Context: an optimization exercise on an open-source flow, tuned for small area, a short achievable clock period and few clock cycles per item. The choices shown serve that exercise and are no tape-out recipe. In this exercise RTL edits were held to simulation tests only and were not proved equivalent to the original. Power is estimated from default activity; no workload was simulated.

==> design/flow/design.v <==
`default_nettype none
package apsel_pkg;
  localparam int NUM_ARMS = 8;
  localparam int ARM_W    = (NUM_ARMS > 1) ? $clog2(NUM_ARMS) : 1;
  localparam int Q_W      = 16;
  localparam int PMIN_W   = 13;
  localparam int FIELD_W  = 3;
  localparam int Q_ONE_INT  = 65536;
  localparam int SHARE_INT  = Q_ONE_INT / NUM_ARMS;
  localparam logic [Q_W-1:0] PROB_RESET =
    Q_W'((SHARE_INT > Q_ONE_INT - 1) ? (Q_ONE_INT - 1) : SHARE_INT);
  localparam logic [PMIN_W-1:0] PMIN_RESET  = PMIN_W'(655);
  localparam logic [Q_W-1:0]    ALPHA_RESET = Q_W'(52429);
  localparam logic CMD_WRITE  = 1'b0;
  localparam logic CMD_SELECT = 1'b1;
  localparam logic REG_MIN_PROB   = 1'b0;
  localparam logic REG_LEARN_RATE = 1'b1;
  typedef struct packed {
    logic               cmd;
    logic [FIELD_W-1:0] arm;
    logic [Q_W-1:0]     reward;
    logic [Q_W-1:0]     random_draw;
  } req_t;
  typedef struct packed {
    logic [FIELD_W-1:0] chosen_arm;
    logic [FIELD_W-1:0] best_arm;
  } res_t;
endpackage
`default_nettype wire
`default_nettype none
module adaptive_pursuit_selector_core (
  input  wire logic               clk,
  input  wire logic               rst,
  input  wire logic               req_valid,
  output logic                    req_stall,
  input  wire apsel_pkg::req_t    req,
  output logic                    res_valid,
  input  wire logic               res_stall,
  output apsel_pkg::res_t         res,
  input  wire logic               psel,
  input  wire logic               penable,
  input  wire logic               pwrite,
  input  wire logic [2:0]         paddr,
  input  wire logic [31:0]        pwdata,
  output logic [31:0]             prdata,
  output logic                    pready
);
  localparam int Q_W    = apsel_pkg::Q_W;
  localparam int PMIN_W = apsel_pkg::PMIN_W;
  logic [PMIN_W-1:0]   min_probability;
  logic [Q_W-1:0]      learning_rate;
  logic [Q_W-1:0]      pmax;
  logic [Q_W-1:0]      reward_estimate [8];
  logic [Q_W-1:0]      grp_p [4];      
  logic [Q_W-1:0]      pipe_p [4];     
  logic [16:0]         pipe_d [4];     
  logic                ph;             
  logic                upd_a;          
  logic                upd_b;          
  logic                upd2;           
  logic                rou_a;          
  logic                rou_b;          
  logic [2:0]          sel_best;
  logic [Q_W-1:0]      draw;
  logic [2:0]          rou_best;
  logic [Q_W-1:0]      rou_rem;        
  logic                rou_found;
  logic [1:0]          rou_arm;
  logic [5:0]          q_mem [4];
  logic [1:0]          q_wr;
  logic [1:0]          q_rd;
  logic [2:0]          q_cnt;
  logic [1:0]          outs;           
  logic                cfg_wr;
  logic                sel_acc;
  logic                wr_acc;
  logic                res_take;
  assign pready  = 1'b1;
  assign cfg_wr  = psel && penable && pwrite;
  assign prdata  = paddr[2] ? 32'(learning_rate) : 32'(min_probability);
  assign req_stall = req.cmd && (!ph || (outs == 2'd3));
  assign sel_acc   = req_valid && req.cmd && ph && (outs != 2'd3);
  assign wr_acc    = req_valid && !req.cmd;
  assign res_valid      = (q_cnt != 3'd0);
  assign res.chosen_arm = q_mem[q_rd][5:3];
  assign res.best_arm   = q_mem[q_rd][2:0];
  assign res_take       = res_valid && !res_stall;
  logic [2:0]     b01, b23, b45, b67, b03, b47, best_now;
  logic [Q_W-1:0] v01, v23, v45, v67, v03, v47;
  always_comb begin
    b01 = (reward_estimate[1] >= reward_estimate[0]) ? 3'd1 : 3'd0;
    v01 = (reward_estimate[1] >= reward_estimate[0]) ? reward_estimate[1] : reward_estimate[0];
    b23 = (reward_estimate[3] >= reward_estimate[2]) ? 3'd3 : 3'd2;
    v23 = (reward_estimate[3] >= reward_estimate[2]) ? reward_estimate[3] : reward_estimate[2];
    b45 = (reward_estimate[5] >= reward_estimate[4]) ? 3'd5 : 3'd4;
    v45 = (reward_estimate[5] >= reward_estimate[4]) ? reward_estimate[5] : reward_estimate[4];
    b67 = (reward_estimate[7] >= reward_estimate[6]) ? 3'd7 : 3'd6;
    v67 = (reward_estimate[7] >= reward_estimate[6]) ? reward_estimate[7] : reward_estimate[6];
    b03 = (v23 >= v01) ? b23 : b01;
    v03 = (v23 >= v01) ? v23 : v01;
    b47 = (v67 >= v45) ? b67 : b45;
    v47 = (v67 >= v45) ? v67 : v45;
    best_now = (v47 >= v03) ? b47 : b03;
  end
  logic [8:0] bo_one, bo_two, bo_neg;
  always_comb begin
    logic [18:0] ax;
    ax = {2'b00, learning_rate, 1'b0};
    for (int j = 0; j < 9; j++) begin
      bo_one[j] = upd2 & (ax[2*j+1] ^ ax[2*j]);
      bo_two[j] = upd2 & ((ax[2*j+2] & ~ax[2*j+1] & ~ax[2*j]) | (~ax[2*j+2] & ax[2*j+1] & ax[2*j]));
      bo_neg[j] = upd2 & ax[2*j+2] & ~(ax[2*j+1] & ax[2*j]);
    end
  end
  logic [16:0]    d_now [4];
  logic [Q_W-1:0] p_next [4];
  always_comb begin
    for (int j = 0; j < 4; j++) begin
      logic [Q_W-1:0] t;
      t = (sel_best == {ph, 2'(j)}) ? pmax : Q_W'(min_probability);
      d_now[j] = {1'b0, t} - {1'b0, grp_p[j]};
    end
  end
  for (genvar j = 0; j < 4; j++) begin : g_upd
    apsel_pupd u_pupd (
      .p    (pipe_p[j]),
      .d    (pipe_d[j]),
      .corr (upd2 & pipe_d[j][16]),
      .one  (bo_one),
      .two  (bo_two),
      .neg  (bo_neg),
      .pn   (p_next[j])
    );
  end
  logic [17:0] psum [4];
  logic [3:0]  hit;
  logic [1:0]  hit_arm;
  always_comb begin
    psum[0] = 18'(grp_p[0]);
    psum[1] = 18'(grp_p[0]) + 18'(grp_p[1]);
    psum[2] = psum[1] + 18'(grp_p[2]);
    psum[3] = psum[1] + 18'(grp_p[2]) + 18'(grp_p[3]);
    for (int i = 0; i < 4; i++) hit[i] = (psum[i] > 18'(rou_rem));
    hit_arm = hit[0] ? 2'd0 : hit[1] ? 2'd1 : hit[2] ? 2'd2 : 2'd3;
  end
  always_ff @(posedge clk) begin
    if (rst) begin
      min_probability <= apsel_pkg::PMIN_RESET;
      learning_rate   <= apsel_pkg::ALPHA_RESET;
      pmax            <= 16'(65536 - 7 * 655);
      ph              <= 1'b0;
      upd_a           <= 1'b0;
      upd_b           <= 1'b0;
      upd2            <= 1'b0;
      rou_a           <= 1'b0;
      rou_b           <= 1'b0;
      q_wr            <= '0;
      q_rd            <= '0;
      q_cnt           <= '0;
      outs            <= '0;
      for (int i = 0; i < 8; i++) reward_estimate[i] <= '0;
      for (int j = 0; j < 4; j++) begin
        grp_p[j]  <= apsel_pkg::PROB_RESET;
        pipe_p[j] <= apsel_pkg::PROB_RESET;
      end
    end else begin
      if (cfg_wr) begin
        if (!paddr[2]) begin
          min_probability <= pwdata[PMIN_W-1:0];
          pmax <= (pwdata[PMIN_W-1:0] == '0) ? 16'hFFFF
                : 16'(17'h10000 - 17'(pwdata[PMIN_W-1:0]) * 17'd7);
        end else begin
          learning_rate <= pwdata[Q_W-1:0];
        end
      end
      if (wr_acc) begin
        reward_estimate[req.arm] <= req.reward;
      end
      ph    <= !ph;
      upd_a <= sel_acc;
      upd_b <= upd_a;
      upd2  <= upd_a || upd_b;
      rou_a <= upd_b;
      rou_b <= rou_a;
      for (int j = 0; j < 4; j++) begin
        pipe_p[j] <= grp_p[j];
        grp_p[j]  <= p_next[j];
      end
      if (rou_b) begin
        q_wr <= q_wr + 2'd1;
      end
      if (res_take) begin
        q_rd <= q_rd + 2'd1;
      end
      q_cnt <= q_cnt + 3'(rou_b) - 3'(res_take);
      outs  <= outs + 2'(sel_acc) - 2'(res_take);
    end
  end
  always_ff @(posedge clk) begin
    for (int j = 0; j < 4; j++) pipe_d[j] <= d_now[j];
    if (sel_acc) begin
      sel_best <= best_now;
      draw     <= req.random_draw;
    end
    if (upd_b) begin
      rou_best <= sel_best;
      rou_rem  <= draw;
    end
    if (rou_a) begin
      rou_rem   <= rou_rem - psum[3][Q_W-1:0];
      rou_found <= |hit;
      rou_arm   <= hit_arm;
    end
    if (rou_b) begin
      q_mem[q_wr] <= {rou_found ? {1'b0, rou_arm} : (|hit ? {1'b1, hit_arm} : 3'd0), rou_best};
    end
  end
endmodule
`default_nettype wire
`default_nettype none
module apsel_pupd (
  input  wire logic [15:0] p,
  input  wire logic [16:0] d,
  input  wire logic        corr,
  input  wire logic [8:0]  one,
  input  wire logic [8:0]  two,
  input  wire logic [8:0]  neg,
  output logic      [15:0] pn
);
  wire pp1 = (one[0] & d[0]) ^ neg[0];
  wire pp2 = ((one[0] & d[1]) | (two[0] & d[0])) ^ neg[0];
  wire pp3 = ((one[0] & d[2]) | (two[0] & d[1])) ^ neg[0];
  wire pp4 = ((one[0] & d[3]) | (two[0] & d[2])) ^ neg[0];
  wire pp5 = ((one[0] & d[4]) | (two[0] & d[3])) ^ neg[0];
  wire pp6 = ((one[0] & d[5]) | (two[0] & d[4])) ^ neg[0];
  wire pp7 = ((one[0] & d[6]) | (two[0] & d[5])) ^ neg[0];
  wire pp8 = ((one[0] & d[7]) | (two[0] & d[6])) ^ neg[0];
  wire pp9 = ((one[0] & d[8]) | (two[0] & d[7])) ^ neg[0];
  wire pp10 = ((one[0] & d[9]) | (two[0] & d[8])) ^ neg[0];
  wire pp11 = ((one[0] & d[10]) | (two[0] & d[9])) ^ neg[0];
  wire pp12 = ((one[0] & d[11]) | (two[0] & d[10])) ^ neg[0];
  wire pp13 = ((one[0] & d[12]) | (two[0] & d[11])) ^ neg[0];
  wire pp14 = ((one[0] & d[13]) | (two[0] & d[12])) ^ neg[0];
  wire pp15 = ((one[0] & d[14]) | (two[0] & d[13])) ^ neg[0];
  wire pp16 = ((one[0] & d[15]) | (two[0] & d[14])) ^ neg[0];
  wire pp17 = ((one[0] & d[16]) | (two[0] & d[15])) ^ neg[0];
  wire pp18 = ~(((one[0] & d[16]) | (two[0] & d[16])) ^ neg[0]);
  wire pp19 = (one[1] & d[0]) ^ neg[1];
  wire pp20 = ((one[1] & d[1]) | (two[1] & d[0])) ^ neg[1];
  wire pp21 = ((one[1] & d[2]) | (two[1] & d[1])) ^ neg[1];
  wire pp22 = ((one[1] & d[3]) | (two[1] & d[2])) ^ neg[1];
  wire pp23 = ((one[1] & d[4]) | (two[1] & d[3])) ^ neg[1];
  wire pp24 = ((one[1] & d[5]) | (two[1] & d[4])) ^ neg[1];
  wire pp25 = ((one[1] & d[6]) | (two[1] & d[5])) ^ neg[1];
  wire pp26 = ((one[1] & d[7]) | (two[1] & d[6])) ^ neg[1];
  wire pp27 = ((one[1] & d[8]) | (two[1] & d[7])) ^ neg[1];
  wire pp28 = ((one[1] & d[9]) | (two[1] & d[8])) ^ neg[1];
  wire pp29 = ((one[1] & d[10]) | (two[1] & d[9])) ^ neg[1];
  wire pp30 = ((one[1] & d[11]) | (two[1] & d[10])) ^ neg[1];
  wire pp31 = ((one[1] & d[12]) | (two[1] & d[11])) ^ neg[1];
  wire pp32 = ((one[1] & d[13]) | (two[1] & d[12])) ^ neg[1];
  wire pp33 = ((one[1] & d[14]) | (two[1] & d[13])) ^ neg[1];
  wire pp34 = ((one[1] & d[15]) | (two[1] & d[14])) ^ neg[1];
  wire pp35 = ((one[1] & d[16]) | (two[1] & d[15])) ^ neg[1];
  wire pp36 = ~(((one[1] & d[16]) | (two[1] & d[16])) ^ neg[1]);
  wire pp37 = (one[2] & d[0]) ^ neg[2];
  wire pp38 = ((one[2] & d[1]) | (two[2] & d[0])) ^ neg[2];
  wire pp39 = ((one[2] & d[2]) | (two[2] & d[1])) ^ neg[2];
  wire pp40 = ((one[2] & d[3]) | (two[2] & d[2])) ^ neg[2];
  wire pp41 = ((one[2] & d[4]) | (two[2] & d[3])) ^ neg[2];
  wire pp42 = ((one[2] & d[5]) | (two[2] & d[4])) ^ neg[2];
  wire pp43 = ((one[2] & d[6]) | (two[2] & d[5])) ^ neg[2];
  wire pp44 = ((one[2] & d[7]) | (two[2] & d[6])) ^ neg[2];
  wire pp45 = ((one[2] & d[8]) | (two[2] & d[7])) ^ neg[2];
  wire pp46 = ((one[2] & d[9]) | (two[2] & d[8])) ^ neg[2];
  wire pp47 = ((one[2] & d[10]) | (two[2] & d[9])) ^ neg[2];
  wire pp48 = ((one[2] & d[11]) | (two[2] & d[10])) ^ neg[2];
  wire pp49 = ((one[2] & d[12]) | (two[2] & d[11])) ^ neg[2];
  wire pp50 = ((one[2] & d[13]) | (two[2] & d[12])) ^ neg[2];
  wire pp51 = ((one[2] & d[14]) | (two[2] & d[13])) ^ neg[2];
  wire pp52 = ((one[2] & d[15]) | (two[2] & d[14])) ^ neg[2];
  wire pp53 = ((one[2] & d[16]) | (two[2] & d[15])) ^ neg[2];
  wire pp54 = ~(((one[2] & d[16]) | (two[2] & d[16])) ^ neg[2]);
  wire pp55 = (one[3] & d[0]) ^ neg[3];
  wire pp56 = ((one[3] & d[1]) | (two[3] & d[0])) ^ neg[3];
  wire pp57 = ((one[3] & d[2]) | (two[3] & d[1])) ^ neg[3];
  wire pp58 = ((one[3] & d[3]) | (two[3] & d[2])) ^ neg[3];
  wire pp59 = ((one[3] & d[4]) | (two[3] & d[3])) ^ neg[3];
  wire pp60 = ((one[3] & d[5]) | (two[3] & d[4])) ^ neg[3];
  wire pp61 = ((one[3] & d[6]) | (two[3] & d[5])) ^ neg[3];
  wire pp62 = ((one[3] & d[7]) | (two[3] & d[6])) ^ neg[3];
  wire pp63 = ((one[3] & d[8]) | (two[3] & d[7])) ^ neg[3];
  wire pp64 = ((one[3] & d[9]) | (two[3] & d[8])) ^ neg[3];
  wire pp65 = ((one[3] & d[10]) | (two[3] & d[9])) ^ neg[3];
  wire pp66 = ((one[3] & d[11]) | (two[3] & d[10])) ^ neg[3];
  wire pp67 = ((one[3] & d[12]) | (two[3] & d[11])) ^ neg[3];
  wire pp68 = ((one[3] & d[13]) | (two[3] & d[12])) ^ neg[3];
  wire pp69 = ((one[3] & d[14]) | (two[3] & d[13])) ^ neg[3];
  wire pp70 = ((one[3] & d[15]) | (two[3] & d[14])) ^ neg[3];
  wire pp71 = ((one[3] & d[16]) | (two[3] & d[15])) ^ neg[3];
  wire pp72 = ~(((one[3] & d[16]) | (two[3] & d[16])) ^ neg[3]);
  wire pp73 = (one[4] & d[0]) ^ neg[4];
  wire pp74 = ((one[4] & d[1]) | (two[4] & d[0])) ^ neg[4];
  wire pp75 = ((one[4] & d[2]) | (two[4] & d[1])) ^ neg[4];
  wire pp76 = ((one[4] & d[3]) | (two[4] & d[2])) ^ neg[4];
  wire pp77 = ((one[4] & d[4]) | (two[4] & d[3])) ^ neg[4];
  wire pp78 = ((one[4] & d[5]) | (two[4] & d[4])) ^ neg[4];
  wire pp79 = ((one[4] & d[6]) | (two[4] & d[5])) ^ neg[4];
  wire pp80 = ((one[4] & d[7]) | (two[4] & d[6])) ^ neg[4];
  wire pp81 = ((one[4] & d[8]) | (two[4] & d[7])) ^ neg[4];
  wire pp82 = ((one[4] & d[9]) | (two[4] & d[8])) ^ neg[4];
  wire pp83 = ((one[4] & d[10]) | (two[4] & d[9])) ^ neg[4];
  wire pp84 = ((one[4] & d[11]) | (two[4] & d[10])) ^ neg[4];
  wire pp85 = ((one[4] & d[12]) | (two[4] & d[11])) ^ neg[4];
  wire pp86 = ((one[4] & d[13]) | (two[4] & d[12])) ^ neg[4];
  wire pp87 = ((one[4] & d[14]) | (two[4] & d[13])) ^ neg[4];
  wire pp88 = ((one[4] & d[15]) | (two[4] & d[14])) ^ neg[4];
  wire pp89 = ((one[4] & d[16]) | (two[4] & d[15])) ^ neg[4];
  wire pp90 = ~(((one[4] & d[16]) | (two[4] & d[16])) ^ neg[4]);
  wire pp91 = (one[5] & d[0]) ^ neg[5];
  wire pp92 = ((one[5] & d[1]) | (two[5] & d[0])) ^ neg[5];
  wire pp93 = ((one[5] & d[2]) | (two[5] & d[1])) ^ neg[5];
  wire pp94 = ((one[5] & d[3]) | (two[5] & d[2])) ^ neg[5];
  wire pp95 = ((one[5] & d[4]) | (two[5] & d[3])) ^ neg[5];
  wire pp96 = ((one[5] & d[5]) | (two[5] & d[4])) ^ neg[5];
  wire pp97 = ((one[5] & d[6]) | (two[5] & d[5])) ^ neg[5];
  wire pp98 = ((one[5] & d[7]) | (two[5] & d[6])) ^ neg[5];
  wire pp99 = ((one[5] & d[8]) | (two[5] & d[7])) ^ neg[5];
  wire pp100 = ((one[5] & d[9]) | (two[5] & d[8])) ^ neg[5];
  wire pp101 = ((one[5] & d[10]) | (two[5] & d[9])) ^ neg[5];
  wire pp102 = ((one[5] & d[11]) | (two[5] & d[10])) ^ neg[5];
  wire pp103 = ((one[5] & d[12]) | (two[5] & d[11])) ^ neg[5];
  wire pp104 = ((one[5] & d[13]) | (two[5] & d[12])) ^ neg[5];
  wire pp105 = ((one[5] & d[14]) | (two[5] & d[13])) ^ neg[5];
  wire pp106 = ((one[5] & d[15]) | (two[5] & d[14])) ^ neg[5];
  wire pp107 = ((one[5] & d[16]) | (two[5] & d[15])) ^ neg[5];
  wire pp108 = ~(((one[5] & d[16]) | (two[5] & d[16])) ^ neg[5]);
  wire pp109 = (one[6] & d[0]) ^ neg[6];
  wire pp110 = ((one[6] & d[1]) | (two[6] & d[0])) ^ neg[6];
  wire pp111 = ((one[6] & d[2]) | (two[6] & d[1])) ^ neg[6];
  wire pp112 = ((one[6] & d[3]) | (two[6] & d[2])) ^ neg[6];
  wire pp113 = ((one[6] & d[4]) | (two[6] & d[3])) ^ neg[6];
  wire pp114 = ((one[6] & d[5]) | (two[6] & d[4])) ^ neg[6];
  wire pp115 = ((one[6] & d[6]) | (two[6] & d[5])) ^ neg[6];
  wire pp116 = ((one[6] & d[7]) | (two[6] & d[6])) ^ neg[6];
  wire pp117 = ((one[6] & d[8]) | (two[6] & d[7])) ^ neg[6];
  wire pp118 = ((one[6] & d[9]) | (two[6] & d[8])) ^ neg[6];
  wire pp119 = ((one[6] & d[10]) | (two[6] & d[9])) ^ neg[6];
  wire pp120 = ((one[6] & d[11]) | (two[6] & d[10])) ^ neg[6];
  wire pp121 = ((one[6] & d[12]) | (two[6] & d[11])) ^ neg[6];
  wire pp122 = ((one[6] & d[13]) | (two[6] & d[12])) ^ neg[6];
  wire pp123 = ((one[6] & d[14]) | (two[6] & d[13])) ^ neg[6];
  wire pp124 = ((one[6] & d[15]) | (two[6] & d[14])) ^ neg[6];
  wire pp125 = ((one[6] & d[16]) | (two[6] & d[15])) ^ neg[6];
  wire pp126 = ~(((one[6] & d[16]) | (two[6] & d[16])) ^ neg[6]);
  wire pp127 = (one[7] & d[0]) ^ neg[7];
  wire pp128 = ((one[7] & d[1]) | (two[7] & d[0])) ^ neg[7];
  wire pp129 = ((one[7] & d[2]) | (two[7] & d[1])) ^ neg[7];
  wire pp130 = ((one[7] & d[3]) | (two[7] & d[2])) ^ neg[7];
  wire pp131 = ((one[7] & d[4]) | (two[7] & d[3])) ^ neg[7];
  wire pp132 = ((one[7] & d[5]) | (two[7] & d[4])) ^ neg[7];
  wire pp133 = ((one[7] & d[6]) | (two[7] & d[5])) ^ neg[7];
  wire pp134 = ((one[7] & d[7]) | (two[7] & d[6])) ^ neg[7];
  wire pp135 = ((one[7] & d[8]) | (two[7] & d[7])) ^ neg[7];
  wire pp136 = ((one[7] & d[9]) | (two[7] & d[8])) ^ neg[7];
  wire pp137 = ((one[7] & d[10]) | (two[7] & d[9])) ^ neg[7];
  wire pp138 = ((one[7] & d[11]) | (two[7] & d[10])) ^ neg[7];
  wire pp139 = ((one[7] & d[12]) | (two[7] & d[11])) ^ neg[7];
  wire pp140 = ((one[7] & d[13]) | (two[7] & d[12])) ^ neg[7];
  wire pp141 = ((one[7] & d[14]) | (two[7] & d[13])) ^ neg[7];
  wire pp142 = ((one[7] & d[15]) | (two[7] & d[14])) ^ neg[7];
  wire pp143 = ((one[7] & d[16]) | (two[7] & d[15])) ^ neg[7];
  wire pp144 = ((one[7] & d[16]) | (two[7] & d[16])) ^ neg[7];
  wire pp145 = one[8] & d[0];
  wire pp146 = one[8] & d[1];
  wire pp147 = one[8] & d[2];
  wire pp148 = one[8] & d[3];
  wire pp149 = one[8] & d[4];
  wire pp150 = one[8] & d[5];
  wire pp151 = one[8] & d[6];
  wire pp152 = one[8] & d[7];
  wire pp153 = one[8] & d[8];
  wire pp154 = one[8] & d[9];
  wire pp155 = one[8] & d[10];
  wire pp156 = one[8] & d[11];
  wire pp157 = one[8] & d[12];
  wire pp158 = one[8] & d[13];
  wire pp159 = one[8] & d[14];
  wire pp160 = one[8] & d[15];
  wire s161 = pp15 ^ pp31;
  wire c162 = pp15 & pp31;
  wire s163 = pp16 ^ pp32;
  wire c164 = pp16 & pp32;
  wire s165 = pp17 ^ pp33 ^ pp49;
  wire c166 = (pp17 & pp33) | (pp17 & pp49) | (pp33 & pp49);
  wire s167 = 1'b1 ^ pp18 ^ pp34;
  wire c168 = (1'b1 & pp18) | (1'b1 & pp34) | (pp18 & pp34);
  wire s169 = pp50 ^ pp66;
  wire c170 = pp50 & pp66;
  wire s171 = 1'b1 ^ pp35 ^ pp51;
  wire c172 = (1'b1 & pp35) | (1'b1 & pp51) | (pp35 & pp51);
  wire s173 = pp67 ^ pp83;
  wire c174 = pp67 & pp83;
  wire s175 = pp36 ^ pp52 ^ pp68;
  wire c176 = (pp36 & pp52) | (pp36 & pp68) | (pp52 & pp68);
  wire s177 = 1'b1 ^ pp53;
  wire c178 = 1'b1 & pp53;
  wire s179 = pp9 ^ pp25;
  wire c180 = pp9 & pp25;
  wire s181 = pp10 ^ pp26;
  wire c182 = pp10 & pp26;
  wire s183 = pp11 ^ pp27 ^ pp43;
  wire c184 = (pp11 & pp27) | (pp11 & pp43) | (pp27 & pp43);
  wire s185 = pp59 ^ pp75;
  wire c186 = pp59 & pp75;
  wire s187 = pp12 ^ pp28 ^ pp44;
  wire c188 = (pp12 & pp28) | (pp12 & pp44) | (pp28 & pp44);
  wire s189 = pp60 ^ pp76;
  wire c190 = pp60 & pp76;
  wire s191 = pp13 ^ pp29 ^ pp45;
  wire c192 = (pp13 & pp29) | (pp13 & pp45) | (pp29 & pp45);
  wire s193 = pp61 ^ pp77 ^ pp93;
  wire c194 = (pp61 & pp77) | (pp61 & pp93) | (pp77 & pp93);
  wire s195 = pp109 ^ neg[6];
  wire c196 = pp109 & neg[6];
  wire s197 = pp14 ^ pp30 ^ pp46;
  wire c198 = (pp14 & pp30) | (pp14 & pp46) | (pp30 & pp46);
  wire s199 = pp62 ^ pp78 ^ pp94;
  wire c200 = (pp62 & pp78) | (pp62 & pp94) | (pp78 & pp94);
  wire s201 = pp110 ^ corr;
  wire c202 = pp110 & corr;
  wire s203 = s161 ^ pp47 ^ pp63;
  wire c204 = (s161 & pp47) | (s161 & pp63) | (pp47 & pp63);
  wire s205 = pp79 ^ pp95 ^ pp111;
  wire c206 = (pp79 & pp95) | (pp79 & pp111) | (pp95 & pp111);
  wire s207 = pp127 ^ neg[7] ^ corr;
  wire c208 = (pp127 & neg[7]) | (pp127 & corr) | (neg[7] & corr);
  wire s209 = s163 ^ pp48 ^ pp64;
  wire c210 = (s163 & pp48) | (s163 & pp64) | (pp48 & pp64);
  wire s211 = pp80 ^ pp96 ^ pp112;
  wire c212 = (pp80 & pp96) | (pp80 & pp112) | (pp96 & pp112);
  wire s213 = pp128 ^ corr ^ c162;
  wire c214 = (pp128 & corr) | (pp128 & c162) | (corr & c162);
  wire s215 = s165 ^ pp65 ^ pp81;
  wire c216 = (s165 & pp65) | (s165 & pp81) | (pp65 & pp81);
  wire s217 = pp97 ^ pp113 ^ pp129;
  wire c218 = (pp97 & pp113) | (pp97 & pp129) | (pp113 & pp129);
  wire s219 = pp145 ^ p[0] ^ c164;
  wire c220 = (pp145 & p[0]) | (pp145 & c164) | (p[0] & c164);
  wire s221 = s167 ^ s169 ^ pp82;
  wire c222 = (s167 & s169) | (s167 & pp82) | (s169 & pp82);
  wire s223 = pp98 ^ pp114 ^ pp130;
  wire c224 = (pp98 & pp114) | (pp98 & pp130) | (pp114 & pp130);
  wire s225 = pp146 ^ p[1] ^ c166;
  wire c226 = (pp146 & p[1]) | (pp146 & c166) | (p[1] & c166);
  wire s227 = s171 ^ s173 ^ pp99;
  wire c228 = (s171 & s173) | (s171 & pp99) | (s173 & pp99);
  wire s229 = pp115 ^ pp131 ^ pp147;
  wire c230 = (pp115 & pp131) | (pp115 & pp147) | (pp131 & pp147);
  wire s231 = p[2] ^ c168 ^ c170;
  wire c232 = (p[2] & c168) | (p[2] & c170) | (c168 & c170);
  wire s233 = s175 ^ pp84 ^ pp100;
  wire c234 = (s175 & pp84) | (s175 & pp100) | (pp84 & pp100);
  wire s235 = pp116 ^ pp132 ^ pp148;
  wire c236 = (pp116 & pp132) | (pp116 & pp148) | (pp132 & pp148);
  wire s237 = p[3] ^ c172 ^ c174;
  wire c238 = (p[3] & c172) | (p[3] & c174) | (c172 & c174);
  wire s239 = s177 ^ pp69 ^ pp85;
  wire c240 = (s177 & pp69) | (s177 & pp85) | (pp69 & pp85);
  wire s241 = pp101 ^ pp117 ^ pp133;
  wire c242 = (pp101 & pp117) | (pp101 & pp133) | (pp117 & pp133);
  wire s243 = pp149 ^ p[4] ^ c176;
  wire c244 = (pp149 & p[4]) | (pp149 & c176) | (p[4] & c176);
  wire s245 = pp54 ^ pp70 ^ pp86;
  wire c246 = (pp54 & pp70) | (pp54 & pp86) | (pp70 & pp86);
  wire s247 = pp102 ^ pp118 ^ pp134;
  wire c248 = (pp102 & pp118) | (pp102 & pp134) | (pp118 & pp134);
  wire s249 = pp150 ^ p[5] ^ c178;
  wire c250 = (pp150 & p[5]) | (pp150 & c178) | (p[5] & c178);
  wire s251 = 1'b1 ^ pp71 ^ pp87;
  wire c252 = (1'b1 & pp71) | (1'b1 & pp87) | (pp71 & pp87);
  wire s253 = pp103 ^ pp119 ^ pp135;
  wire c254 = (pp103 & pp119) | (pp103 & pp135) | (pp119 & pp135);
  wire s255 = pp151 ^ p[6];
  wire c256 = pp151 & p[6];
  wire s257 = pp72 ^ pp88 ^ pp104;
  wire c258 = (pp72 & pp88) | (pp72 & pp104) | (pp88 & pp104);
  wire s259 = pp120 ^ pp136 ^ pp152;
  wire c260 = (pp120 & pp136) | (pp120 & pp152) | (pp136 & pp152);
  wire s261 = 1'b1 ^ pp89 ^ pp105;
  wire c262 = (1'b1 & pp89) | (1'b1 & pp105) | (pp89 & pp105);
  wire s263 = pp121 ^ pp137;
  wire c264 = pp121 & pp137;
  wire s265 = pp90 ^ pp106 ^ pp122;
  wire c266 = (pp90 & pp106) | (pp90 & pp122) | (pp106 & pp122);
  wire s267 = 1'b1 ^ pp107;
  wire c268 = 1'b1 & pp107;
  wire s269 = pp5 ^ pp21;
  wire c270 = pp5 & pp21;
  wire s271 = pp6 ^ pp22;
  wire c272 = pp6 & pp22;
  wire s273 = pp7 ^ pp23 ^ pp39;
  wire c274 = (pp7 & pp23) | (pp7 & pp39) | (pp23 & pp39);
  wire s275 = pp55 ^ neg[3];
  wire c276 = pp55 & neg[3];
  wire s277 = pp8 ^ pp24 ^ pp40;
  wire c278 = (pp8 & pp24) | (pp8 & pp40) | (pp24 & pp40);
  wire s279 = pp56 ^ corr;
  wire c280 = pp56 & corr;
  wire s281 = s179 ^ pp41 ^ pp57;
  wire c282 = (s179 & pp41) | (s179 & pp57) | (pp41 & pp57);
  wire s283 = pp73 ^ neg[4] ^ corr;
  wire c284 = (pp73 & neg[4]) | (pp73 & corr) | (neg[4] & corr);
  wire s285 = s181 ^ pp42 ^ pp58;
  wire c286 = (s181 & pp42) | (s181 & pp58) | (pp42 & pp58);
  wire s287 = pp74 ^ corr ^ c180;
  wire c288 = (pp74 & corr) | (pp74 & c180) | (corr & c180);
  wire s289 = s183 ^ s185 ^ pp91;
  wire c290 = (s183 & s185) | (s183 & pp91) | (s185 & pp91);
  wire s291 = neg[5] ^ corr ^ c182;
  wire c292 = (neg[5] & corr) | (neg[5] & c182) | (corr & c182);
  wire s293 = s187 ^ s189 ^ pp92;
  wire c294 = (s187 & s189) | (s187 & pp92) | (s189 & pp92);
  wire s295 = corr ^ c184 ^ c186;
  wire c296 = (corr & c184) | (corr & c186) | (c184 & c186);
  wire s297 = s191 ^ s193 ^ s195;
  wire c298 = (s191 & s193) | (s191 & s195) | (s193 & s195);
  wire s299 = corr ^ c188 ^ c190;
  wire c300 = (corr & c188) | (corr & c190) | (c188 & c190);
  wire s301 = s197 ^ s199 ^ s201;
  wire c302 = (s197 & s199) | (s197 & s201) | (s199 & s201);
  wire s303 = c192 ^ c194 ^ c196;
  wire c304 = (c192 & c194) | (c192 & c196) | (c194 & c196);
  wire s305 = s203 ^ s205 ^ s207;
  wire c306 = (s203 & s205) | (s203 & s207) | (s205 & s207);
  wire s307 = c198 ^ c200 ^ c202;
  wire c308 = (c198 & c200) | (c198 & c202) | (c200 & c202);
  wire s309 = s209 ^ s211 ^ s213;
  wire c310 = (s209 & s211) | (s209 & s213) | (s211 & s213);
  wire s311 = c204 ^ c206 ^ c208;
  wire c312 = (c204 & c206) | (c204 & c208) | (c206 & c208);
  wire s313 = s215 ^ s217 ^ s219;
  wire c314 = (s215 & s217) | (s215 & s219) | (s217 & s219);
  wire s315 = c210 ^ c212 ^ c214;
  wire c316 = (c210 & c212) | (c210 & c214) | (c212 & c214);
  wire s317 = s221 ^ s223 ^ s225;
  wire c318 = (s221 & s223) | (s221 & s225) | (s223 & s225);
  wire s319 = c216 ^ c218 ^ c220;
  wire c320 = (c216 & c218) | (c216 & c220) | (c218 & c220);
  wire s321 = s227 ^ s229 ^ s231;
  wire c322 = (s227 & s229) | (s227 & s231) | (s229 & s231);
  wire s323 = c222 ^ c224 ^ c226;
  wire c324 = (c222 & c224) | (c222 & c226) | (c224 & c226);
  wire s325 = s233 ^ s235 ^ s237;
  wire c326 = (s233 & s235) | (s233 & s237) | (s235 & s237);
  wire s327 = c228 ^ c230 ^ c232;
  wire c328 = (c228 & c230) | (c228 & c232) | (c230 & c232);
  wire s329 = s239 ^ s241 ^ s243;
  wire c330 = (s239 & s241) | (s239 & s243) | (s241 & s243);
  wire s331 = c234 ^ c236 ^ c238;
  wire c332 = (c234 & c236) | (c234 & c238) | (c236 & c238);
  wire s333 = s245 ^ s247 ^ s249;
  wire c334 = (s245 & s247) | (s245 & s249) | (s247 & s249);
  wire s335 = c240 ^ c242 ^ c244;
  wire c336 = (c240 & c242) | (c240 & c244) | (c242 & c244);
  wire s337 = s251 ^ s253 ^ s255;
  wire c338 = (s251 & s253) | (s251 & s255) | (s253 & s255);
  wire s339 = c246 ^ c248 ^ c250;
  wire c340 = (c246 & c248) | (c246 & c250) | (c248 & c250);
  wire s341 = s257 ^ s259 ^ p[7];
  wire c342 = (s257 & s259) | (s257 & p[7]) | (s259 & p[7]);
  wire s343 = c252 ^ c254 ^ c256;
  wire c344 = (c252 & c254) | (c252 & c256) | (c254 & c256);
  wire s345 = s261 ^ s263 ^ pp153;
  wire c346 = (s261 & s263) | (s261 & pp153) | (s263 & pp153);
  wire s347 = p[8] ^ c258 ^ c260;
  wire c348 = (p[8] & c258) | (p[8] & c260) | (c258 & c260);
  wire s349 = s265 ^ pp138 ^ pp154;
  wire c350 = (s265 & pp138) | (s265 & pp154) | (pp138 & pp154);
  wire s351 = p[9] ^ c262 ^ c264;
  wire c352 = (p[9] & c262) | (p[9] & c264) | (c262 & c264);
  wire s353 = s267 ^ pp123 ^ pp139;
  wire c354 = (s267 & pp123) | (s267 & pp139) | (pp123 & pp139);
  wire s355 = pp155 ^ p[10] ^ c266;
  wire c356 = (pp155 & p[10]) | (pp155 & c266) | (p[10] & c266);
  wire s357 = pp108 ^ pp124 ^ pp140;
  wire c358 = (pp108 & pp124) | (pp108 & pp140) | (pp124 & pp140);
  wire s359 = pp156 ^ p[11] ^ c268;
  wire c360 = (pp156 & p[11]) | (pp156 & c268) | (p[11] & c268);
  wire s361 = 1'b1 ^ pp125 ^ pp141;
  wire c362 = (1'b1 & pp125) | (1'b1 & pp141) | (pp125 & pp141);
  wire s363 = pp157 ^ p[12];
  wire c364 = pp157 & p[12];
  wire s365 = pp126 ^ pp142 ^ pp158;
  wire c366 = (pp126 & pp142) | (pp126 & pp158) | (pp142 & pp158);
  wire s367 = 1'b1 ^ pp143;
  wire c368 = 1'b1 & pp143;
  wire s369 = 1'b1 ^ pp144;
  wire c370 = 1'b1 & pp144;
  wire s371 = pp3 ^ pp19;
  wire c372 = pp3 & pp19;
  wire s373 = pp4 ^ pp20;
  wire c374 = pp4 & pp20;
  wire s375 = s269 ^ pp37 ^ neg[2];
  wire c376 = (s269 & pp37) | (s269 & neg[2]) | (pp37 & neg[2]);
  wire s377 = s271 ^ pp38 ^ corr;
  wire c378 = (s271 & pp38) | (s271 & corr) | (pp38 & corr);
  wire s379 = s273 ^ s275 ^ corr;
  wire c380 = (s273 & s275) | (s273 & corr) | (s275 & corr);
  wire s381 = s277 ^ s279 ^ c274;
  wire c382 = (s277 & s279) | (s277 & c274) | (s279 & c274);
  wire s383 = s281 ^ s283 ^ c278;
  wire c384 = (s281 & s283) | (s281 & c278) | (s283 & c278);
  wire s385 = s285 ^ s287 ^ c282;
  wire c386 = (s285 & s287) | (s285 & c282) | (s287 & c282);
  wire s387 = s289 ^ s291 ^ c286;
  wire c388 = (s289 & s291) | (s289 & c286) | (s291 & c286);
  wire s389 = s293 ^ s295 ^ c290;
  wire c390 = (s293 & s295) | (s293 & c290) | (s295 & c290);
  wire s391 = s297 ^ s299 ^ c294;
  wire c392 = (s297 & s299) | (s297 & c294) | (s299 & c294);
  wire s393 = s301 ^ s303 ^ c298;
  wire c394 = (s301 & s303) | (s301 & c298) | (s303 & c298);
  wire s395 = s305 ^ s307 ^ c302;
  wire c396 = (s305 & s307) | (s305 & c302) | (s307 & c302);
  wire s397 = s309 ^ s311 ^ c306;
  wire c398 = (s309 & s311) | (s309 & c306) | (s311 & c306);
  wire s399 = s313 ^ s315 ^ c310;
  wire c400 = (s313 & s315) | (s313 & c310) | (s315 & c310);
  wire s401 = s317 ^ s319 ^ c314;
  wire c402 = (s317 & s319) | (s317 & c314) | (s319 & c314);
  wire s403 = s321 ^ s323 ^ c318;
  wire c404 = (s321 & s323) | (s321 & c318) | (s323 & c318);
  wire s405 = s325 ^ s327 ^ c322;
  wire c406 = (s325 & s327) | (s325 & c322) | (s327 & c322);
  wire s407 = s329 ^ s331 ^ c326;
  wire c408 = (s329 & s331) | (s329 & c326) | (s331 & c326);
  wire s409 = s333 ^ s335 ^ c330;
  wire c410 = (s333 & s335) | (s333 & c330) | (s335 & c330);
  wire s411 = s337 ^ s339 ^ c334;
  wire c412 = (s337 & s339) | (s337 & c334) | (s339 & c334);
  wire s413 = s341 ^ s343 ^ c338;
  wire c414 = (s341 & s343) | (s341 & c338) | (s343 & c338);
  wire s415 = s345 ^ s347 ^ c342;
  wire c416 = (s345 & s347) | (s345 & c342) | (s347 & c342);
  wire s417 = s349 ^ s351 ^ c346;
  wire c418 = (s349 & s351) | (s349 & c346) | (s351 & c346);
  wire s419 = s353 ^ s355 ^ c350;
  wire c420 = (s353 & s355) | (s353 & c350) | (s355 & c350);
  wire s421 = s357 ^ s359 ^ c354;
  wire c422 = (s357 & s359) | (s357 & c354) | (s359 & c354);
  wire s423 = s361 ^ s363 ^ c358;
  wire c424 = (s361 & s363) | (s361 & c358) | (s363 & c358);
  wire s425 = s365 ^ p[13] ^ c362;
  wire c426 = (s365 & p[13]) | (s365 & c362) | (p[13] & c362);
  wire s427 = s367 ^ pp159 ^ p[14];
  wire c428 = (s367 & pp159) | (s367 & p[14]) | (pp159 & p[14]);
  wire s429 = s369 ^ pp160 ^ p[15];
  wire c430 = (s369 & pp160) | (s369 & p[15]) | (pp160 & p[15]);
  wire s431 = pp1 ^ neg[0];
  wire c432 = pp1 & neg[0];
  wire s433 = pp2 ^ corr;
  wire c434 = pp2 & corr;
  wire s435 = s371 ^ neg[1] ^ corr;
  wire c436 = (s371 & neg[1]) | (s371 & corr) | (neg[1] & corr);
  wire s437 = s373 ^ corr ^ c372;
  wire c438 = (s373 & corr) | (s373 & c372) | (corr & c372);
  wire s439 = s375 ^ corr ^ c374;
  wire c440 = (s375 & corr) | (s375 & c374) | (corr & c374);
  wire s441 = s377 ^ c270 ^ c376;
  wire c442 = (s377 & c270) | (s377 & c376) | (c270 & c376);
  wire s443 = s379 ^ c272 ^ c378;
  wire c444 = (s379 & c272) | (s379 & c378) | (c272 & c378);
  wire s445 = s381 ^ c276 ^ c380;
  wire c446 = (s381 & c276) | (s381 & c380) | (c276 & c380);
  wire s447 = s383 ^ c280 ^ c382;
  wire c448 = (s383 & c280) | (s383 & c382) | (c280 & c382);
  wire s449 = s385 ^ c284 ^ c384;
  wire c450 = (s385 & c284) | (s385 & c384) | (c284 & c384);
  wire s451 = s387 ^ c288 ^ c386;
  wire c452 = (s387 & c288) | (s387 & c386) | (c288 & c386);
  wire s453 = s389 ^ c292 ^ c388;
  wire c454 = (s389 & c292) | (s389 & c388) | (c292 & c388);
  wire s455 = s391 ^ c296 ^ c390;
  wire c456 = (s391 & c296) | (s391 & c390) | (c296 & c390);
  wire s457 = s393 ^ c300 ^ c392;
  wire c458 = (s393 & c300) | (s393 & c392) | (c300 & c392);
  wire s459 = s395 ^ c304 ^ c394;
  wire c460 = (s395 & c304) | (s395 & c394) | (c304 & c394);
  wire s461 = s397 ^ c308 ^ c396;
  wire c462 = (s397 & c308) | (s397 & c396) | (c308 & c396);
  wire s463 = s399 ^ c312 ^ c398;
  wire c464 = (s399 & c312) | (s399 & c398) | (c312 & c398);
  wire s465 = s401 ^ c316 ^ c400;
  wire c466 = (s401 & c316) | (s401 & c400) | (c316 & c400);
  wire s467 = s403 ^ c320 ^ c402;
  wire c468 = (s403 & c320) | (s403 & c402) | (c320 & c402);
  wire s469 = s405 ^ c324 ^ c404;
  wire c470 = (s405 & c324) | (s405 & c404) | (c324 & c404);
  wire s471 = s407 ^ c328 ^ c406;
  wire c472 = (s407 & c328) | (s407 & c406) | (c328 & c406);
  wire s473 = s409 ^ c332 ^ c408;
  wire c474 = (s409 & c332) | (s409 & c408) | (c332 & c408);
  wire s475 = s411 ^ c336 ^ c410;
  wire c476 = (s411 & c336) | (s411 & c410) | (c336 & c410);
  wire s477 = s413 ^ c340 ^ c412;
  wire c478 = (s413 & c340) | (s413 & c412) | (c340 & c412);
  wire s479 = s415 ^ c344 ^ c414;
  wire c480 = (s415 & c344) | (s415 & c414) | (c344 & c414);
  wire s481 = s417 ^ c348 ^ c416;
  wire c482 = (s417 & c348) | (s417 & c416) | (c348 & c416);
  wire s483 = s419 ^ c352 ^ c418;
  wire c484 = (s419 & c352) | (s419 & c418) | (c352 & c418);
  wire s485 = s421 ^ c356 ^ c420;
  wire c486 = (s421 & c356) | (s421 & c420) | (c356 & c420);
  wire s487 = s423 ^ c360 ^ c422;
  wire c488 = (s423 & c360) | (s423 & c422) | (c360 & c422);
  wire s489 = s425 ^ c364 ^ c424;
  wire c490 = (s425 & c364) | (s425 & c424) | (c364 & c424);
  wire s491 = s427 ^ c366 ^ c426;
  wire c492 = (s427 & c366) | (s427 & c426) | (c366 & c426);
  wire s493 = s429 ^ c368 ^ c428;
  wire c494 = (s429 & c368) | (s429 & c428) | (c368 & c428);
  wire g495 = s431 & corr;
  wire x496 = s431 ^ corr;
  wire g497 = s433 & c432;
  wire x498 = s433 ^ c432;
  wire g499 = s435 & c434;
  wire x500 = s435 ^ c434;
  wire g501 = s437 & c436;
  wire x502 = s437 ^ c436;
  wire g503 = s439 & c438;
  wire x504 = s439 ^ c438;
  wire g505 = s441 & c440;
  wire x506 = s441 ^ c440;
  wire g507 = s443 & c442;
  wire x508 = s443 ^ c442;
  wire g509 = s445 & c444;
  wire x510 = s445 ^ c444;
  wire g511 = s447 & c446;
  wire x512 = s447 ^ c446;
  wire g513 = s449 & c448;
  wire x514 = s449 ^ c448;
  wire g515 = s451 & c450;
  wire x516 = s451 ^ c450;
  wire g517 = s453 & c452;
  wire x518 = s453 ^ c452;
  wire g519 = s455 & c454;
  wire x520 = s455 ^ c454;
  wire g521 = s457 & c456;
  wire x522 = s457 ^ c456;
  wire g523 = s459 & c458;
  wire x524 = s459 ^ c458;
  wire g525 = s461 & c460;
  wire x526 = s461 ^ c460;
  wire g527 = s463 & c462;
  wire x528 = s463 ^ c462;
  wire g529 = s465 & c464;
  wire x530 = s465 ^ c464;
  wire g531 = s467 & c466;
  wire x532 = s467 ^ c466;
  wire g533 = s469 & c468;
  wire x534 = s469 ^ c468;
  wire g535 = s471 & c470;
  wire x536 = s471 ^ c470;
  wire g537 = s473 & c472;
  wire x538 = s473 ^ c472;
  wire g539 = s475 & c474;
  wire x540 = s475 ^ c474;
  wire g541 = s477 & c476;
  wire x542 = s477 ^ c476;
  wire g543 = s479 & c478;
  wire x544 = s479 ^ c478;
  wire g545 = s481 & c480;
  wire x546 = s481 ^ c480;
  wire g547 = s483 & c482;
  wire x548 = s483 ^ c482;
  wire g549 = s485 & c484;
  wire x550 = s485 ^ c484;
  wire g551 = s487 & c486;
  wire x552 = s487 ^ c486;
  wire g553 = s489 & c488;
  wire x554 = s489 ^ c488;
  wire g555 = s491 & c490;
  wire x556 = s491 ^ c490;
  wire g557 = s493 & c492;
  wire x558 = s493 ^ c492;
  wire G559 = g497 | (x498 & g495);
  wire P560 = x498 & x496;
  wire G561 = g501 | (x502 & g499);
  wire P562 = x502 & x500;
  wire G563 = g505 | (x506 & g503);
  wire P564 = x506 & x504;
  wire G565 = g509 | (x510 & g507);
  wire P566 = x510 & x508;
  wire G567 = g513 | (x514 & g511);
  wire P568 = x514 & x512;
  wire G569 = g517 | (x518 & g515);
  wire P570 = x518 & x516;
  wire G571 = g521 | (x522 & g519);
  wire P572 = x522 & x520;
  wire G573 = g525 | (x526 & g523);
  wire P574 = x526 & x524;
  wire G575 = G561 | (P562 & G559);
  wire P576 = P562 & P560;
  wire G577 = G565 | (P566 & G563);
  wire P578 = P566 & P564;
  wire G579 = G569 | (P570 & G567);
  wire P580 = P570 & P568;
  wire G581 = G573 | (P574 & G571);
  wire P582 = P574 & P572;
  wire G583 = G577 | (P578 & G575);
  wire P584 = P578 & P576;
  wire G585 = G581 | (P582 & G579);
  wire P586 = P582 & P580;
  wire G587 = G585 | (P586 & G583);
  wire P588 = P586 & P584;
  wire G589 = g527 | (x528 & G587);
  wire G590 = g529 | (x530 & G589);
  wire P591 = x530 & 1'b0;
  wire G592 = g533 | (x534 & g531);
  wire P593 = x534 & x532;
  wire G594 = g537 | (x538 & g535);
  wire P595 = x538 & x536;
  wire G596 = g541 | (x542 & g539);
  wire P597 = x542 & x540;
  wire G598 = g545 | (x546 & g543);
  wire P599 = x546 & x544;
  wire G600 = g549 | (x550 & g547);
  wire P601 = x550 & x548;
  wire G602 = g553 | (x554 & g551);
  wire P603 = x554 & x552;
  wire G604 = g557 | (x558 & g555);
  wire P605 = x558 & x556;
  wire G606 = g531 | (x532 & G590);
  wire P607 = x532 & P591;
  wire G608 = G592 | (P593 & G590);
  wire P609 = P593 & P591;
  wire G610 = g539 | (x540 & G594);
  wire P611 = x540 & P595;
  wire G612 = G596 | (P597 & G594);
  wire P613 = P597 & P595;
  wire G614 = g547 | (x548 & G598);
  wire P615 = x548 & P599;
  wire G616 = G600 | (P601 & G598);
  wire P617 = P601 & P599;
  wire G618 = g555 | (x556 & G602);
  wire P619 = x556 & P603;
  wire G620 = G604 | (P605 & G602);
  wire P621 = P605 & P603;
  wire G622 = g535 | (x536 & G608);
  wire P623 = x536 & P609;
  wire G624 = G594 | (P595 & G608);
  wire P625 = P595 & P609;
  wire G626 = G610 | (P611 & G608);
  wire P627 = P611 & P609;
  wire G628 = G612 | (P613 & G608);
  wire P629 = P613 & P609;
  wire G630 = g551 | (x552 & G616);
  wire P631 = x552 & P617;
  wire G632 = G602 | (P603 & G616);
  wire P633 = P603 & P617;
  wire G634 = G618 | (P619 & G616);
  wire P635 = P619 & P617;
  wire G636 = G620 | (P621 & G616);
  wire P637 = P621 & P617;
  wire G638 = g543 | (x544 & G628);
  wire P639 = x544 & P629;
  wire G640 = G598 | (P599 & G628);
  wire P641 = P599 & P629;
  wire G642 = G614 | (P615 & G628);
  wire P643 = P615 & P629;
  wire G644 = G616 | (P617 & G628);
  wire P645 = P617 & P629;
  wire G646 = G630 | (P631 & G628);
  wire P647 = P631 & P629;
  wire G648 = G632 | (P633 & G628);
  wire P649 = P633 & P629;
  wire G650 = G634 | (P635 & G628);
  wire P651 = P635 & P629;
  wire G652 = G636 | (P637 & G628);
  wire P653 = P637 & P629;
  assign pn[0] = x528 ^ G587;
  assign pn[1] = x530 ^ G589;
  assign pn[2] = x532 ^ G590;
  assign pn[3] = x534 ^ G606;
  assign pn[4] = x536 ^ G608;
  assign pn[5] = x538 ^ G622;
  assign pn[6] = x540 ^ G624;
  assign pn[7] = x542 ^ G626;
  assign pn[8] = x544 ^ G628;
  assign pn[9] = x546 ^ G638;
  assign pn[10] = x548 ^ G640;
  assign pn[11] = x550 ^ G642;
  assign pn[12] = x552 ^ G644;
  assign pn[13] = x554 ^ G646;
  assign pn[14] = x556 ^ G648;
  assign pn[15] = x558 ^ G650;
endmodule
`default_nettype wire
`default_nettype none
module apsel_top (
  input  wire logic        clk,
  input  wire logic        rst,
  input  wire logic        req_valid,
  output logic             req_stall,
  input  wire logic        req_cmd,
  input  wire logic [2:0]  req_arm,
  input  wire logic [15:0] req_reward,
  input  wire logic [15:0] req_draw,
  output logic             res_valid,
  input  wire logic        res_stall,
  output logic [2:0]       res_chosen_arm,
  output logic [2:0]       res_best_arm,
  input  wire logic        psel,
  input  wire logic        penable,
  input  wire logic        pwrite,
  input  wire logic [2:0]  paddr,
  input  wire logic [31:0] pwdata,
  output logic [31:0]      prdata,
  output logic             pready
);
  apsel_pkg::req_t req;
  apsel_pkg::res_t res;
  assign req.cmd         = req_cmd;
  assign req.arm         = req_arm;
  assign req.reward      = req_reward;
  assign req.random_draw = req_draw;
  assign res_chosen_arm = res.chosen_arm;
  assign res_best_arm   = res.best_arm;
  adaptive_pursuit_selector_core u_core (
    .clk       (clk),
    .rst       (rst),
    .req_valid (req_valid),
    .req_stall (req_stall),
    .req       (req),
    .res_valid (res_valid),
    .res_stall (res_stall),
    .res       (res),
    .psel      (psel),
    .penable   (penable),
    .pwrite    (pwrite),
    .paddr     (paddr),
    .pwdata    (pwdata),
    .prdata    (prdata),
    .pready    (pready)
  );
endmodule
`default_nettype wire
==> design/flow/run.sh <==
#!/bin/bash
# synth_recipe.tcl (not shown) runs the flow's synth.tcl, then flattens the netlist and writes it again
# the make line also repeats each setting of config.mk as NAME=value (left out here)
make -C /OpenROAD-flow-scripts/flow DESIGN_CONFIG=/design/flow/config.mk WORK_HOME=/design/flow/orfs CLKGATE_MAP_FILE= SYNTH_SCRIPT=/design/flow/synth_recipe.tcl finish
==> design/flow/config.mk <==
export PLATFORM = sky130hd
export DESIGN_NAME = apsel_top
export DESIGN_NICKNAME = apsel_top
export VERILOG_FILES = /design/flow/design.v
export SDC_FILE = /design/flow/constraint.sdc
export NUM_CORES = 4
export LEC_CHECK = 0
export CAP_MARGIN = 20
export CORE_MARGIN = 2
export CORE_UTILIZATION = 40
export SLEW_MARGIN = 20
==> design/flow/constraint.sdc <==
create_clock -name core_clock -period 14.0 [get_ports {clk}]
set_input_delay 2.8000 -clock core_clock [delete_from_list [all_inputs] [get_ports {clk}]]
set_output_delay 2.8000 -clock core_clock [all_outputs]
set_load 0.01 [all_outputs]
==> run notes <==
==> logic make-up (layout without fill, tap and decap cells) <==
| group | Yosys count | after routing | synth area share [%] |
|---|---|---|---|
| buffers and inverters | 1350 | 1218 | 9.19 |
| AOI/OAI and AO/OA | 1226 | 1226 | 14.7 |
| DFF | 451 | 451 | 19.4 |
| and+or+nand+nor | 1042 | 1042 | 9.28 |
| adders and majority gates | 1129 | 1129 | 32.5 |
| other | 2 | 22 | 0.0133 |
| muxes | 174 | 174 | 3.43 |
| xor gates and xnor gates | 744 | 744 | 11.5 |
==> report_power, final <==
part           switching [W]  internal [W]
Clock               0.000622      0.000849
Sequential          0.000376       0.00168
Combinational        0.00472       0.00322
==> synthesized netlist by cell type, types with 46 or more instances <==
master    number
fa_1         570
o21ai_0      161
a21o_1        85
nor2_1       256
buf_2         46
a22oi_1      445
clkbuf_1     325
mux2i_1       66
ha_1         559
nor3_1        50
nand2_1      220
and2_1       164
a21oi_1      259
mux2_2       102
dfxtp_1      258
xnor2_1      466
edfxtp_1     193
and3_1        50
xor2_1       278
inv_1        918
nor2b_1      115
==> final cells by class <==
cell class | count | area share, %
tap | 1890 | 3.88
inverter | 919 | 5.66
clock inverter | 30 | 0.616
sequential | 451 | 18.0
clock buffer | 66 | 2.37
timing repair buffer | 203 | 2.92
multi-input combinational | 4332 | 66.5
antenna | 5 | 0.0205
==> flip-flops by register name (all words and copies together), names as in the netlist, 3 cells and up, named ones only <==
name and flops:
u_core.min_probability 13, u_core.sel_best 3, u_core.grp_p 64, u_core.draw 16, u_core.pipe_p 64, u_core.reward_estimate 128
u_core.rou_rem 16, u_core.rou_best 3, u_core.pmax 16, u_core.learning_rate 16, u_core.q_mem 24, u_core.q_cnt 3
u_core.pipe_d 68
==> stage by stage <==
step                setup WS, ns  hold slack [ns]  instances  area, um2  util (%)
floorplan                   6.25            0.406       6133      56700         -
detailed placement          4.67            0.433       7795      59100      41.9
global route                4.20            0.474       7891      61000      43.2
finish                      4.54            0.447       7896      61000      43.2
global placement            4.71            0.424       7795      59100      41.9
CTS                         4.61            0.449       7891      61000      43.2
==> worst paths after layout <==
kind	from	end	slack (ns)	depth (start not counted)
hold reg to reg	u_core.ph$_SDFF_PP0_	u_core.ph$_SDFF_PP0_	0.45	1
setup / recovery	u_core.upd2$_SDFF_PP0_	u_core.grp_p[1][15]$_SDFF_PP0_	4.54	31
hold / removal	u_core.ph$_SDFF_PP0_	u_core.ph$_SDFF_PP0_	0.45	1
setup reg to reg	u_core.upd2$_SDFF_PP0_	u_core.grp_p[1][15]$_SDFF_PP0_	4.54	31
==> routing by layer <==
metal  global-route usage, %  vias up  share of wire, %  routed length (um)
li1                        -    19924                 -                   -
met1                    30.4    21401                42               71200
met2                    38.1     1676                46               78300
met3                    3.79      354               7.3               12400
met4                    9.24        2               4.3                7260
met5                       0        -            0.0077                  13
==> critical path: cells and delay by family (launching register included) <==
family / cells / cell delay (ns)
flops: 1 / 0.59
compound gates: 12 / 2.84
simple gates: 4 / 0.89
buf+inv: 6 / 1.38
xor+xnor: 2 / 0.30
fa+ha+maj: 7 / 3.05
==> out/summary.txt <==
largest cells by area after synthesis: fa_1 (20%), ha_1 (12%), edfxtp_1 (10%)
GRT Total Usage: 23.2%
period utilization: 67.6%
CTS clock-pin slew for the worst setup and hold paths: 0.07 ns
status: complete, no violations
Post-DP HPWL: 119000 um
Final Hold Viols: 0
first-pass iteration count of the detailed router: 8
WL/cell: 21.4 um
CTS tree: yes
Max-Cap Viols: 0
CP Class: register to register
dominant cell type by area after synthesis: fa_1
die area: 145000 um2
unrepaired setup endpoints after global routing: no
CTS max path bufs: 3
Synth Instances: 6118
Seq/Total Area, Yosys: 19.4%
share of cells above drive strength 1: 6.73%
final antenna-violating net count: 0
Yosys top cell area share: 20.2%
CP Capture Type: register
ys flop type: dfxtp_1
Vias/cell: 5.49
antenna violations before repair: 3
clock sink count: 451
initial core utilization: 40.1%
min cycle time layout: 9.46 ns
Synth Register Bits: 451
Rows: 138
Clock Tree Root: clkbuf_16
maximum VDD drop: 0.000281 V
Final setup viols: 0
Starting DRT DRC Count: 3430
fill count: 13670
skew final: 0.0349 ns
setup TNS: 0 ns
slowest CP cell: buf_4
Max FO, Critical Path: 120
most used cell, CP: fa_1
area of the multi-input gates: 40600 um2
area delta synth->final: 7.73%
vias in the first global route: 44217
commonest non-fill, non-tap cell in the layout: inv_1
Tightest Pin Transition: 1.10 ns
Worst Path Arrival: 9.97 ns
Via Count: 43357
Die W: 380 um
worst rel slew slack: 26.7%
DR DRC count: 0
DRT Wirelength: 169000 um
leak pwr: 26.2 nW
H-tree depth: 2
distinct cell type count after synthesis: 82
io pins: 119
mean area per synthesized cell: 9.25 um2
port bufs: 83
power consumption: 0.0115 W
PostCTS Resize Cnt: 0
Placer Congestion: 0.887
core area: 141000 um2
most frequent cells in the layout: inv_1 (917), fa_1 (570), ha_1 (559)
PD cells: 188 nW/um2
CP Launch Type: register
CTS buffer count: 51
CP max stage delay: 0.76 ns
first-pass GRT wire length: 262000 um
min-delay worst type: register to register
Crit path required time: 14.51 ns
EDFF count, synth: 193
Die H: 380 um
highest clock rate: 0.106 GHz
GR Overflow Total: 0
Storage cell area: 11000 um2
Post-Syn Area: 56600 um2
Final Net Count: 7165
total number of yosys warnings: 12
fraction of registers with async set or reset after synthesis: 0%
number of setup buffers added after CTS: 0
largest net degree at the start of global routing: 121
Hold Buf Count CTS: 0
pins over their slew limit: 0
Clk Latency, worst-skew pair: 0.65 ns
Testbench counts, summed over its fixed seeds: cycles 2,447, items 1,200.

-- port drivers added, routing unchanged --
The results above use ideal ports. As a check the final layout listed here was re-extracted and re-timed, cells and wires unchanged.
Step 1, drivers: a clkbuf_16 drives clk and a buf_2 each remaining input, both assumed.
Step 2 also shifts input and output timing later by t, the mid clock arrival at the registers, as if the neighbouring blocks saw the same clock.
Slacks: ideal / step 1 / step 2; pairs: ideal / step 1.
shift t [ns]: 0.688
setup slack, ns: 4.539 / 4.539 / 4.539
hold slack, ns: 0.447 / 0.447 / 0.447
worst setup path at the end: register to register
clock arrival spread, ns: 0.036 / 0.036
After both steps setup and hold are still met in this run. For this run, drivers alone change the setup slack by 0.000 ns; drivers and shift together by 0.000 ns.
